This design comes from an exercise in tuning for small area on the open sky130 flow, not from production work.
Only simulation tests tie the RTL to the original design; equivalence was not proved.
The clock port is modelled as an ideal driver; clocking choices that lean on that would not hold on a real chip.
Power is estimated from default activity; no workload was simulated.

==> flow/design.v (excerpt) <==
module muldiv_unit (
	input  logic                                   clk,
	input  logic                                   rst,
	input  logic                                   start,
	input  muldiv_pkg::md_op_e                     op,
	input  logic                                   signed_mode,
	input  logic [1:0]                             src1_sel,
	input  logic [1:0]                             src2_sel,
	input  muldiv_pkg::md_word_t [4-1:0]    src_regs,
	output muldiv_pkg::md_word_t                   result,
	output logic                                   done,
	output logic                                   div_by_zero
);
	localparam int W = 16;
	localparam logic [W-1:0] CUT = 16'b0001001001000100;
	logic [W:0]   valid_s;
	logic [W:0]   is_div_s;
	logic [W:0]   cin_s;
	logic [W:0]   neg_s;
	muldiv_pkg::md_word_t p_s   [0:W];
	muldiv_pkg::md_word_t opa_s [0:W];
	muldiv_pkg::md_word_t opq_s [0:W];
	operand_issue i_operand_issue (
		.start       (start),
		.op          (op),
		.signed_mode (signed_mode),
		.src1_sel    (src1_sel),
		.src2_sel    (src2_sel),
		.src_regs    (src_regs),
		.valid       (valid_s[0]),
  ...
Settings: LEC_CHECK=0, CAP_MARGIN=20, CORE_MARGIN=2, CORE_UTILIZATION=40, SLEW_MARGIN=20; clock period 8.0 ns.
standard.sh (not shown) runs the stock make flow with config.mk's settings and CLKGATE_MAP_FILE= SYNTH_SCRIPT=/design/flow/synth_recipe.tcl, a recipe that flattens the netlist after the stock synthesis.
==> flow/flow/run.sh <==
#!/bin/bash
# Standard ORFS layout with smaller port buffers and a clock tree without dummy loads.
set -euo pipefail
cd "$(dirname "$0")/.."
export BUFFER_PORTS_ARGS="-buffer_cell sky130_fd_sc_hd__buf_1"
export CTS_ARGS="-sink_clustering_enable -repair_clock_nets -buf_list sky130_fd_sc_hd__clkbuf_8 -sink_clustering_size 12 -dont_use_dummy_load"
bash standard.sh synth > synth.log 2>&1
bash standard.sh > layout.log 2>&1
The baseline produced a clean layout.
Change:
--- a/flow/flow/run.sh
+++ b/flow/flow/run.sh
@@ -4,4 +4,5 @@
 cd "$(dirname "$0")/.."
 export BUFFER_PORTS_ARGS="-buffer_cell sky130_fd_sc_hd__buf_1"
+export RECOVER_POWER=100
 export CTS_ARGS="-sink_clustering_enable -repair_clock_nets -buf_list sky130_fd_sc_hd__clkbuf_8 -sink_clustering_size 12 -dont_use_dummy_load"
 bash standard.sh synth > synth.log 2>&1
--- a/flow/config.mk
+++ b/flow/config.mk
@@ -8,4 +8,4 @@
 export CAP_MARGIN = 20
 export CORE_MARGIN = 2
-export CORE_UTILIZATION = 40
+export CORE_UTILIZATION = 65
 export SLEW_MARGIN = 20
Die area came out lower by well over a third.
Clock skew hardly moves.
Wire length falls slightly.
Setup slack is worse by 0.0089 ns.
Total power hardly moves.
Global-route usage goes up by 10 points.
Fmax is about the same.
Combinational power barely changes.
Cell area decreases by a few percent.
First-iteration DRC count came out higher by a quarter to a third.

Setup of P:
muldiv_unit, a different RTL version from the one above (not shown whole).
Size: ~1300 cells after synthesis, roughly 13000 µm² of cells after synthesis.
// muldiv_unit
module muldiv_unit (
	input  logic                                   clk,
	input  logic                                   rst,
	input  logic                                   start,
	input  muldiv_pkg::md_op_e                     op,
	input  logic                                   signed_mode,
	input  logic [1:0]                             src1_sel,
	input  logic [1:0]                             src2_sel,
	input  muldiv_pkg::md_word_t [4-1:0]    src_regs,
	output muldiv_pkg::md_word_t                   result,
	output logic                                   done,
	output logic                                   div_by_zero
);
Settings: LEC_CHECK=0, CAP_MARGIN=20, CORE_MARGIN=2, CORE_UTILIZATION=80, SLEW_MARGIN=20; clock period 8.0 ns.
==> flow/flow/run.sh <==
#!/bin/bash
# Standard ORFS layout with smaller port buffers, a clock tree of clkbuf_8
# without dummy loads (heavily loaded clock buffers upsized after CTS).
set -euo pipefail
cd "$(dirname "$0")/.."
W=$(pwd)
export BUFFER_PORTS_ARGS="-buffer_cell sky130_fd_sc_hd__buf_1"
export CTS_ARGS="-sink_clustering_enable -repair_clock_nets -buf_list sky130_fd_sc_hd__clkbuf_8 -dont_use_dummy_load"
export POST_CTS_TCL="$W/flow/post_cts.tcl"
bash standard.sh synth > synth.log 2>&1
bash standard.sh > layout.log 2>&1
==> flow/flow/post_cts.tcl <==
# Upsize clock buffers that drive many flip-flops, to keep the clock slew low.
set n_up 0
foreach inst [[ord::get_db_block] getInsts] {
  set master [[$inst getMaster] getName]
  if { $master eq "sky130_fd_sc_hd__clkbuf_8" } {
    set net [[$inst findITerm X] getNet]
    if { $net ne "NULL" } {
      set loads [expr { [llength [$net getITerms]] - 1 }]
      if { $loads > 14 } {
        replace_cell [$inst getName] sky130_fd_sc_hd__clkbuf_16
        incr n_up
      }
    }
  }
}
puts "post_cts: upsized $n_up clock buffers"
if { $n_up > 0 } {
  detailed_placement
  check_placement -verbose
  estimate_parasitics -placement
}
P | status: complete | timing, DRC, antenna: pass
#### Input delta (Q over P)
Settings: CORE_UTILIZATION now 55, was 80.
--- a/flow/flow/run.sh
+++ b/flow/flow/run.sh
@@ -3 +3,2 @@
-# without dummy loads (heavily loaded clock buffers upsized after CTS).
+# without dummy loads (heavily loaded clock buffers upsized after CTS), and
+# power recovery on non-critical gates.
@@ -9,0 +11 @@
+export RECOVER_POWER=100
## What came out
For P, the critical path capture point was g_row[6].g_reg.p_q[4]$_DFF_P_, unlike Q, where it was g_row[6].g_reg.p_q[6]$_DFF_P_.
Diff P -> Q: number of filler instances in the final layout increased 1313, post-route cell area increased about 0.44%, total power decreased 3.0%.
Comparing wire length on met2 for P and Q, the smaller number came from Q.
Critical path launch point = g_row[2].g_reg.is_div_q$_DFF_P_: Q; critical path launch point = g_row[2].g_reg.opa_q[0]$_DFF_P_: P

separate check: timing with driven ports:
Ports are ideal in the flow. The routed layouts listed here were re-timed in OpenROAD.
Step 1 assumes that a clkbuf_16 drives the clock port and a buf_2 every other input.
Step 2 adds t to the input delays and takes it off the output delays; t is the mean of the earliest and latest rising clock arrival at the registers after step 1. Input paths then give back, and output paths get back, about the clock's delay inside the block.
Slacks: ideal / step 1 / step 2; pairs: ideal / step 1.
run	t (ns)	setup WS [ns]	worst setup path after step 2
the first run of note 1	0.475	0.485 / 0.485 / 0.485	register to register
the second run of note 1	0.492	0.476 / 0.476 / 0.462	input to register
P	0.431	0.235 / 0.235 / 0.235	register to register
Q	0.422	0.620 / 0.620 / 0.260	input to register
After both steps setup and hold are still met in every run listed. For Q, which loses most, drivers alone change the setup slack by 0.000 ns; drivers and shift together by -0.360 ns.
